Background: an optimization exercise with open tools, aiming at small area and few clock cycles per item. Do not read the settings as production practice. At most, simulation tests tie the RTL to the original design; equivalence was not proved.

==> inputs of run a <==
// fp_mult_pipe
module fp_mult_pipe #(
  parameter int unsigned EXP_W = 8,
  parameter int unsigned MAN_W = 23,
  parameter int unsigned TAG_W = 4
) (
  input  logic                   clk,
  input  logic                   rstn,
  input  logic                   in_valid,
  output logic                   in_ready,
  input  logic [EXP_W+MAN_W:0]   a,
  input  logic [EXP_W+MAN_W:0]   b,
  input  logic [TAG_W-1:0]       in_tag,
  output logic                   out_valid,
  input  logic                   out_ready,
  output logic [EXP_W+MAN_W:0]   result,
  output logic [TAG_W-1:0]       out_tag,
  output logic [3:0]             flags
);
  logic adv;
  assign adv      = ~out_valid | out_ready;
  assign in_ready = adv;
  logic [7:0]  ea, eb;
  logic [22:0] fa, fb;
  logic nan_a, nan_b, snan_a, snan_b, inf_a, inf_b, zero_a, zero_b;
  logic nan, ixz, inf, zero;
  assign ea = a[30:23];
  assign eb = b[30:23];
  assign fa = a[22:0];
  assign fb = b[22:0];
  assign nan_a  = (&ea) & (|fa);
  assign nan_b  = (&eb) & (|fb);
  assign snan_a = nan_a & ~fa[22];
  assign snan_b = nan_b & ~fb[22];
  assign inf_a  = (&ea) & ~(|fa);
  assign inf_b  = (&eb) & ~(|fb);
  assign zero_a = ~(|ea);
  assign zero_b = ~(|eb);
  assign nan    = nan_a | nan_b;
  assign ixz    = (inf_a & zero_b) | (zero_a & inf_b);
  assign inf    = inf_a | inf_b;
  assign zero   = zero_a | zero_b;
  logic [22:0] ma, mb;
  assign ma = fa;
  assign mb = fb;
  wire one0_0 = mb[0] ^ 1'b0;
  ...
==> flow/config.mk <==
export PLATFORM = sky130hd
export DESIGN_NAME = fp_mult_pipe
export DESIGN_NICKNAME = fp_mult_pipe
export VERILOG_FILES = /design/flow/design.v
export SDC_FILE = /design/flow/constraint.sdc
export NUM_CORES = 4
export LEC_CHECK = 0
export ABC_AREA = 1
export CAP_MARGIN = 20
export CORE_MARGIN = 2
export CORE_UTILIZATION = 40
export GPL_TIMING_DRIVEN = 0
export SETUP_SLACK_MARGIN = 0.05
export SLEW_MARGIN = 20
export SYNTH_HIERARCHICAL = 1
export SYNTH_MINIMUM_KEEP_SIZE = 0
==> flow/constraint.sdc <==
create_clock -name core_clock -period 7.0 [get_ports {clk}]
set_input_delay 1.4000 -clock core_clock [delete_from_list [all_inputs] [get_ports {clk}]]
set_output_delay 1.4000 -clock core_clock [all_outputs]
set_load 0.01 [all_outputs]
standard.sh (not shown) runs the stock make flow with config.mk's settings and CLKGATE_MAP_FILE= SYNTH_SCRIPT=/design/flow/synth_recipe.tcl, a recipe that flattens the netlist after the stock synthesis.
==> flow/flow/run.sh <==
#!/bin/bash
# Standard ORFS layout, with plain buffers on the ports instead of the delay cell buffer_ports picks.
set -euo pipefail
bash standard.sh BUFFER_PORTS_ARGS="-buffer_cell sky130_fd_sc_hd__buf_2" finish > make.log 2>&1
==> inputs of run b, as changes to run a <==
==> flow/flow/run.sh (replaced) <==
#!/bin/bash
# Standard ORFS layout, with plain buffers on the ports instead of the delay cell buffer_ports picks.
set -euo pipefail
bash standard.sh BUFFER_PORTS_ARGS="-buffer_cell sky130_fd_sc_hd__buf_2" REMOVE_ABC_BUFFERS=1 finish > make.log 2>&1
==> inputs of run c, as changes to run a <==
- CAP_MARGIN: 20 -> 5
- SLEW_MARGIN: 20 -> 5
==> inputs of run d, as changes to run a <==
==> flow/flow/run.sh (replaced) <==
#!/bin/bash
# Standard ORFS layout, with plain buffers on the ports instead of the delay cell buffer_ports
# picks, and with the synthesis buffers removed at floorplan so repair_design rebuffers.
set -euo pipefail
bash standard.sh BUFFER_PORTS_ARGS="-buffer_cell sky130_fd_sc_hd__buf_2" REMOVE_ABC_BUFFERS=1  finish > make.log 2>&1
- SETUP_SLACK_MARGIN: 0.05 -> 0.02
==> results.yml <==
status:
  status: "no timing/DRC/antenna violations"
layout:
  nets: 2440
  multi_input_area_um2: 14000
  clk_share_pct: 0.807
grt:
  gr-usage-met2_pct: 45.5
  grt_antenna_before_repair: 0
sta:
  relSlewSlack_pct: 19.4
  finalClockSkew_ns: 0.00718
  period_needed_ns: 6.87
worst_setup_path:
  worstPathRequired_ns: 5.60
  path_depth: 35
  crit_start: "r_p[7]$_DFFE_PP_"
  reg2reg_slack_ns: 5.82
  crit_path_top_delay_cell: "edfxtp_1"
placement:
  dp.cells: 2494
-- figures above: run c

==> results.yml <==
sta:
  finalClockSkew_ns: 0.00518
  period_needed_ns: 6.77
  relSlewSlack_pct: 30.2
worst_setup_path:
  crit_path_top_delay_cell: "fa_1"
  worstPathRequired_ns: 7.13
  reg2reg_slack_ns: 5.73
  arrival_ns: 6.90
  path_depth: 25
placement:
  dp.cells: 2363
grt:
  grt_antenna_before_repair: 1
status:
  status: "no timing/DRC/antenna violations"
layout:
  clk_share_pct: 0.826
  nets: 2323
clocking:
  cts_hold_buffers: 0
-- figures above: run b

==> results.yml <==
status:
  status: "no timing/DRC/antenna violations"
layout:
  multi_input_area_um2: 14000
  nets: 2442
worst_setup_path:
  worstPathRequired_ns: 7.04
  reg2reg_slack_ns: 5.76
  crit_path_top_delay_cell: "clkbuf_1"
  path_depth: 23
  crit_start: "a[13]"
sta:
  relSlewSlack_pct: 39.8
  period_needed_ns: 6.84
grt:
  grt_antenna_before_repair: 0
  gr-usage-met2_pct: 45.0
-- figures above: run a

==> results.yml <==
worst_setup_path:
  worstPathRequired_ns: 7.04
  reg2reg_slack_ns: 5.73
  crit_start: "b[17]"
  path_depth: 23
  crit_path_top_delay_cell: "fa_1"
grt:
  grt_antenna_before_repair: 1
  gr-usage-met2_pct: 41.7
placement:
  dp.cells: 2363
sta:
  relSlewSlack_pct: 30.4
  period_needed_ns: 6.77
layout:
  multi_input_area_um2: 14300
  clk_share_pct: 0.828
  nets: 2320
  antenna_cells: 0
status:
  status: "no timing/DRC/antenna violations"
synthesis:
  yosysSeqAreaShare_pct: 8.53
-- figures above: run d

Testbench counts of run a, summed over its fixed seeds: cycles 16,008, items 16,000.
Testbench counts of run b, summed over its fixed seeds: cycles 16,008, items 16,000.
Testbench counts of run c, summed over its fixed seeds: cycles 16,008, items 16,000.
Testbench counts of run d, summed over its fixed seeds: cycles 16,008, items 16,000.


==> run C <==
fp_mult_pipe, a different RTL version from the one above (not shown whole).
clock: 7.0 ns
lec_check: 0
abc_area: 1
cap_margin: 20
core_margin: 2
core_utilization: 40
cts_buf_list: sky130_fd_sc_hd__clkbuf_8
gpl_timing_driven: 0
setup_slack_margin: -0.03
slew_margin: 20
synth_hierarchical: 1
synth_minimum_keep_size: 0
==> flow/flow/run.sh <==
#!/bin/bash
# Standard ORFS layout, with plain buffers on the ports instead of the delay cell buffer_ports
# picks, and with the synthesis buffers removed at floorplan so repair_design rebuffers.
set -euo pipefail
bash standard.sh BUFFER_PORTS_ARGS="-buffer_cell sky130_fd_sc_hd__buf_2" REMOVE_ABC_BUFFERS=1  finish > make.log 2>&1
==> inputs of run R, as changes to run C <==
--- a/flow/flow/run.sh
+++ b/flow/flow/run.sh
@@ -4,2 +4,2 @@
 set -euo pipefail
-bash standard.sh BUFFER_PORTS_ARGS="-buffer_cell sky130_fd_sc_hd__buf_2" REMOVE_ABC_BUFFERS=1  finish > make.log 2>&1
+bash standard.sh BUFFER_PORTS_ARGS="-buffer_cell sky130_fd_sc_hd__buf_1" REMOVE_ABC_BUFFERS=1  finish > make.log 2>&1
- SETUP_SLACK_MARGIN: -0.03 -> 0.02
==> notes <==
Synthesized cell count is the same in run R and run C.
Against run C, the setup slack of run R is better by 0.016 ns.
Between run R and run C, the lower via count is in run C (gap about 0.7%, measured against run C).
In run R the fmax is larger than in run C, by 0.23%.
Between run R and run C, the lower first-iteration DRC count is in run R (gap about 3%, measured against run C).
Non-clock buffer count: run C is lower than run R (15).
Between run R and run C, the lower worst hold slack is in run C (gap 0.0079 ns).
In count of clock-buffer cells in the layout, run R and run C do not differ.
In run C the global-route usage is lower than in run R, by 0.11 points.
==> figures <==
| item | run C | run R |
|---|---|---|
| Run status | no timing/DRC/antenna violations | no timing/DRC/antenna violations |
| Number of ordinary and repair buffers in the finished layout | 121 | 136 |
| Metal-1 WL | 22.0 mm | 21.9 mm |
| Levels on crit path | 24 | 19 |
| First-pass iteration count of the detailed router | 5 | 6 |
| Proportion of cell area occupied by multi-input gates | 0.798 | 0.793 |
| Detail Placement HPWL | 36.9 mm | 38.1 mm |
| Worst reg2reg setup slack | 5.73 ns | 5.72 ns |
| Worst path buffer plus inverter count | 3 | 2 |
| Measured slew at the worst slew-check pin | 1.16 ns | 0.955 ns |
| Signal buf overhead | 0.0409 | 0.0486 |
| Capture point of the critical path | r_p[18] | r_p[17] |
| Flip-flop and latch share of the layout cell area | 0.0795 | 0.0787 |
| Slew HR | 0.229 | 0.363 |
| Count of instances resized after the clock tree is built | 52 | 35 |
| Total area of multi-input combinational cells | 0.0138 mm^2 | 0.0139 mm^2 |
| Minimum period implied by the final worst setup slack | 6.81 ns | 6.80 ns |
| Vias in the first global route | 14900 | 15000 |
| Net total in the final layout | 2319 | 2334 |
| Max stage delay on crit path | 0.51 ns | 0.53 ns |
Testbench counts of run C, summed over its fixed seeds: cycles 16,008, items 16,000.
Testbench counts of run R, summed over its fixed seeds: cycles 16,008, items 16,000.


==> inputs of 09-04 <==
Another version of the RTL of fp_mult_pipe (not shown whole).
==> flow/config.mk <==
export PLATFORM = sky130hd
export DESIGN_NAME = fp_mult_pipe
export DESIGN_NICKNAME = fp_mult_pipe
export VERILOG_FILES = /design/flow/design.v
export SDC_FILE = /design/flow/constraint.sdc
export NUM_CORES = 4
export LEC_CHECK = 0
export ABC_AREA = 1
export CAP_MARGIN = 20
export CORE_MARGIN = 2
export CORE_UTILIZATION = 40
export CTS_BUF_LIST = sky130_fd_sc_hd__clkbuf_8
export GPL_TIMING_DRIVEN = 0
export SETUP_SLACK_MARGIN = 0.02
export SLEW_MARGIN = 20
export SYNTH_HIERARCHICAL = 1
export SYNTH_MINIMUM_KEEP_SIZE = 0
==> flow/constraint.sdc <==
create_clock -name core_clock -period 7.0 [get_ports {clk}]
set_input_delay 1.4000 -clock core_clock [delete_from_list [all_inputs] [get_ports {clk}]]
set_output_delay 1.4000 -clock core_clock [all_outputs]
set_load 0.01 [all_outputs]
==> flow/flow/run.sh <==
#!/bin/bash
# Standard ORFS layout (the standard.sh) with three changes:
# - plain buf_2 buffers on the ports instead of the delay cell buffer_ports picks by itself;
# - the synthesis buffers are removed at floorplan, so repair_design rebuffers from scratch;
# - CTS with clkbuf_8 and without dummy loads.
# Each ORFS step writes its full log under orfs/logs/; make's own output goes to make.log.
set -euo pipefail
bash standard.sh BUFFER_PORTS_ARGS="-buffer_cell sky130_fd_sc_hd__buf_2" REMOVE_ABC_BUFFERS=1 \
  CTS_ARGS="-sink_clustering_enable -repair_clock_nets -buf_list sky130_fd_sc_hd__clkbuf_8 -dont_use_dummy_load" \
  finish > make.log 2>&1
==> 04-21 (differences from 09-04) <==
--- a/flow/design.v
+++ b/flow/design.v
@@ -21,21 +21,20 @@
   assign in_ready = adv;
   logic [7:0]  ea, eb;
   logic [22:0] fa, fb;
   logic nan_a, nan_b, snan_a, snan_b, inf_a, inf_b, zero_a, zero_b;
   logic nan, ixz, inf, zero;
-  logic fa_nz, fb_nz;   
   assign ea = a[30:23];
   assign eb = b[30:23];
   assign fa = a[22:0];
   assign fb = b[22:0];
-  assign nan_a  = (&ea) & fa_nz;
-  assign nan_b  = (&eb) & fb_nz;
+  assign nan_a  = (&ea) & (|fa);
+  assign nan_b  = (&eb) & (|fb);
   assign snan_a = nan_a & ~fa[22];
   assign snan_b = nan_b & ~fb[22];
-  assign inf_a  = (&ea) & ~fa_nz;
-  assign inf_b  = (&eb) & ~fb_nz;
+  assign inf_a  = (&ea) & ~(|fa);
+  assign inf_b  = (&eb) & ~(|fb);
   assign zero_a = ~(|ea);
   assign zero_b = ~(|eb);
   assign nan    = nan_a | nan_b;
   assign ixz    = (inf_a & zero_b) | (zero_a & inf_b);
   assign inf    = inf_a | inf_b;
@@ -1058,12 +1057,10 @@
   wire P0_11_720 = P6_11_709 & P0_6_718;
   wire G0_22_721 = G11_22_700 | (P11_22_701 & G0_11_719);
   wire P0_22_722 = P11_22_701 & P0_11_720;
   wire prod_c = G0_22_721;
   wire [25:0] prod_hi = {c46_639, c45_638, c44_637, c43_636, c42_635, c41_634, c40_633, c39_632, c38_631, c37_630, c36_629, c35_628, c34_627, c33_626, c32_625, c31_624, c30_623, c29_622, c28_621, c27_620, c26_619, c25_618, c24_617, c23_616, c22_615, c21_614} + {1'b0, s46_639, s45_638, s44_637, s43_636, s42_635, s41_634, s40_633, s39_632, s38_631, s37_630, s36_629, s35_628, s34_627, s33_626, s32_625, s31_624, s30_623, s29_622, s28_621, s27_620, s26_619, s25_618, s24_617, s23_616, s22_615};
-  assign fa_nz = ~(tza[22] & ~ma[22]);
-  assign fb_nz = ~(tzb[22] & ~mb[22]);
   logic [2:0] cls;
   always_comb begin
     if (nan)       cls = {1'b1, snan_a | snan_b, 1'b1};
     else if (ixz)  cls = 3'b111;
     else if (inf)  cls = 3'b110;
==> flow/flow/run.sh (replaced) <==
#!/bin/bash
# Standard ORFS layout, with plain buffers on the ports instead of the delay cell buffer_ports
# picks, and with the synthesis buffers removed at floorplan so repair_design rebuffers.
set -euo pipefail
bash standard.sh BUFFER_PORTS_ARGS="-buffer_cell sky130_fd_sc_hd__buf_2" REMOVE_ABC_BUFFERS=1  finish > make.log 2>&1
GPL_ROUTABILITY_DRIVEN = 0   (was not set)
==> 10-09 (differences from 09-04) <==
SETUP_SLACK_MARGIN = -0.1   (was 0.02)
==> 06-05 (differences from 09-04) <==
--- a/flow/design.v
+++ b/flow/design.v
@@ -21,21 +21,20 @@
   assign in_ready = adv;
   logic [7:0]  ea, eb;
   logic [22:0] fa, fb;
   logic nan_a, nan_b, snan_a, snan_b, inf_a, inf_b, zero_a, zero_b;
   logic nan, ixz, inf, zero;
-  logic fa_nz, fb_nz;   
   assign ea = a[30:23];
   assign eb = b[30:23];
   assign fa = a[22:0];
   assign fb = b[22:0];
-  assign nan_a  = (&ea) & fa_nz;
-  assign nan_b  = (&eb) & fb_nz;
+  assign nan_a  = (&ea) & (|fa);
+  assign nan_b  = (&eb) & (|fb);
   assign snan_a = nan_a & ~fa[22];
   assign snan_b = nan_b & ~fb[22];
-  assign inf_a  = (&ea) & ~fa_nz;
-  assign inf_b  = (&eb) & ~fb_nz;
+  assign inf_a  = (&ea) & ~(|fa);
+  assign inf_b  = (&eb) & ~(|fb);
   assign zero_a = ~(|ea);
   assign zero_b = ~(|eb);
   assign nan    = nan_a | nan_b;
   assign ixz    = (inf_a & zero_b) | (zero_a & inf_b);
   assign inf    = inf_a | inf_b;
@@ -1058,12 +1057,10 @@
   wire P0_11_720 = P6_11_709 & P0_6_718;
   wire G0_22_721 = G11_22_700 | (P11_22_701 & G0_11_719);
   wire P0_22_722 = P11_22_701 & P0_11_720;
   wire prod_c = G0_22_721;
   wire [25:0] prod_hi = {c46_639, c45_638, c44_637, c43_636, c42_635, c41_634, c40_633, c39_632, c38_631, c37_630, c36_629, c35_628, c34_627, c33_626, c32_625, c31_624, c30_623, c29_622, c28_621, c27_620, c26_619, c25_618, c24_617, c23_616, c22_615, c21_614} + {1'b0, s46_639, s45_638, s44_637, s43_636, s42_635, s41_634, s40_633, s39_632, s38_631, s37_630, s36_629, s35_628, s34_627, s33_626, s32_625, s31_624, s30_623, s29_622, s28_621, s27_620, s26_619, s25_618, s24_617, s23_616, s22_615};
-  assign fa_nz = ~(tza[22] & ~ma[22]);
-  assign fb_nz = ~(tzb[22] & ~mb[22]);
   logic [2:0] cls;
   always_comb begin
     if (nan)       cls = {1'b1, snan_a | snan_b, 1'b1};
     else if (ixz)  cls = 3'b111;
     else if (inf)  cls = 3'b110;
==> flow/flow/run.sh (replaced) <==
#!/bin/bash
# Standard ORFS layout, with plain buffers on the ports instead of the delay cell buffer_ports
# picks, and with the synthesis buffers removed at floorplan so repair_design rebuffers.
set -euo pipefail
bash standard.sh BUFFER_PORTS_ARGS="-buffer_cell sky130_fd_sc_hd__buf_2" REMOVE_ABC_BUFFERS=1  finish > make.log 2>&1
CORE_UTILIZATION = 50   (was 40)
==> comparison <==
09-04 finished clean. 04-21 completed with no timing, DRC or antenna violations. 10-09 reached the layout checks and failed them: negative setup slack. 06-05 ran to the end with no violations. Clock skew: 10-09 > 09-04 > 04-21 > 06-05. Core utilization: 06-05 > 09-04 > 10-09 > 04-21. In 06-05 the cell count is smaller than in 09-04, by about 5.6%. Register-to-register slack is about the same in 10-09 and 06-05. Flip-flop and latch count is the same in 06-05 and 09-04. Synthesized cell count is the same in 10-09 and 09-04. The highest worst hold slack belongs to 06-05, the lowest to 04-21. Of 09-04 and 10-09, 09-04 has the higher routed wire length (gap 1.1%, measured against 10-09). Between 06-05 and 10-09, the lower first-iteration DRC count is in 06-05 (gap 7.6%, measured against 10-09).
==> figures <==
metric                                                          06-05                  04-21                     10-09                     09-04
Setup_tns                                                        0 ps                   0 ps                 -219.8 ps                      0 ps
Compound-Gate Fraction of Synth Area                           15.75%                 15.75%                    16.46%                    16.46%
Result of the run                    no timing/DRC/antenna violations  no timing/DRC/antenna violations  finished with violations  no timing/DRC/antenna violations
Violated checks                                                     -                      -      negative setup slack                         -
Core utilization of the finished layout                        55.80%                 44.50%                    45.71%                    46.22%
Setup WS pre-CTS                                             -1467 ps               -1519 ps                  -1591 ps                  -1591 ps
Dominant cell type by count on the critical path                    -  sky130_fd_sc_hd__fa_1   sky130_fd_sc_hd__nor2_4  sky130_fd_sc_hd__nand2_2
Least-Margin Pin Slew                                         1152 ps                1165 ps                   1093 ps                   1092 ps
Launching element type of the critical path                input port             input port                 flip-flop                 flip-flop
Violation count after the first detailed-route iteration        1,275                  1,480                     1,380                     1,404
Avg Cell Area, Syn                                         8.554 um^2             8.554 um^2                8.710 um^2                8.710 um^2
Top routing layer used                                           met4                   met4                      met5                      met5
DP Area                                                   16,230 um^2            16,380 um^2               16,470 um^2               16,470 um^2
Multi-input gate area                                     13,690 um^2            13,680 um^2               13,690 um^2               13,760 um^2
Unrepaired setup endpoints after global routing                     -                  false                      true                      true
Critical setup path kind                                    in -> reg              in -> reg                reg -> out                reg -> out
Later-pin clock latency in the skew report                     300 ps                 310 ps                    290 ps                    290 ps
Fraction of the yosys area taken by sequential cells           8.797%                 8.797%                    8.837%                    8.837%
Fraction of area in registers                                  8.042%                 8.003%                    7.809%                    7.723%
Testbench counts of 04-21, summed over its fixed seeds: cycles 16,008, items 16,000.
Testbench counts of 06-05, summed over its fixed seeds: cycles 16,008, items 16,000.
Function not checked in 09-04 and 10-09: the RTL went through the layout flow alone.

## port drivers added, routing unchanged
The results above use ideal ports. As a check the final layouts listed here were re-extracted and re-timed, cells and wires unchanged.
Step 1, drivers: a clkbuf_16 drives clk and a buf_2 each remaining input, both assumed.
Step 2 adds t to the input delays and takes it off the output delays; t is the mean of the earliest and latest rising clock arrival at the registers after step 1. Input paths then give back, and output paths get back, about the clock's delay inside the block.
Three values: ideal ports, drivers, drivers and shift; two values: the first two.
run	shift t [ns]	slack for setup (ns)	cell pins on the clock port's net
run a of note 1	0.326	0.159 / 0.125 / -0.161	1
run b of note 1	0.336	0.226 / 0.195 / -0.141	1
run c of note 1	0.324	0.127 / 0.094 / -0.184	1
run d of note 1	0.337	0.227 / 0.189 / -0.113	1
run C of note 2	0.348	0.189 / 0.188 / -0.159	1
run R of note 2	0.346	0.204 / 0.222 / -0.123	1
09-04	0.322	0.092 / 0.057 / -0.162	1
04-21	0.339	0.237 / 0.204 / -0.135	1
10-09	0.323	-0.052 / -0.088 / -0.296	1
06-05	0.334	0.153 / 0.161 / -0.172	1
Met with ideal ports but missed after step 2: setup timing in 9 of these runs. For 04-21, which loses most, drivers alone change the setup slack by -0.033 ns; drivers and shift together by -0.372 ns.
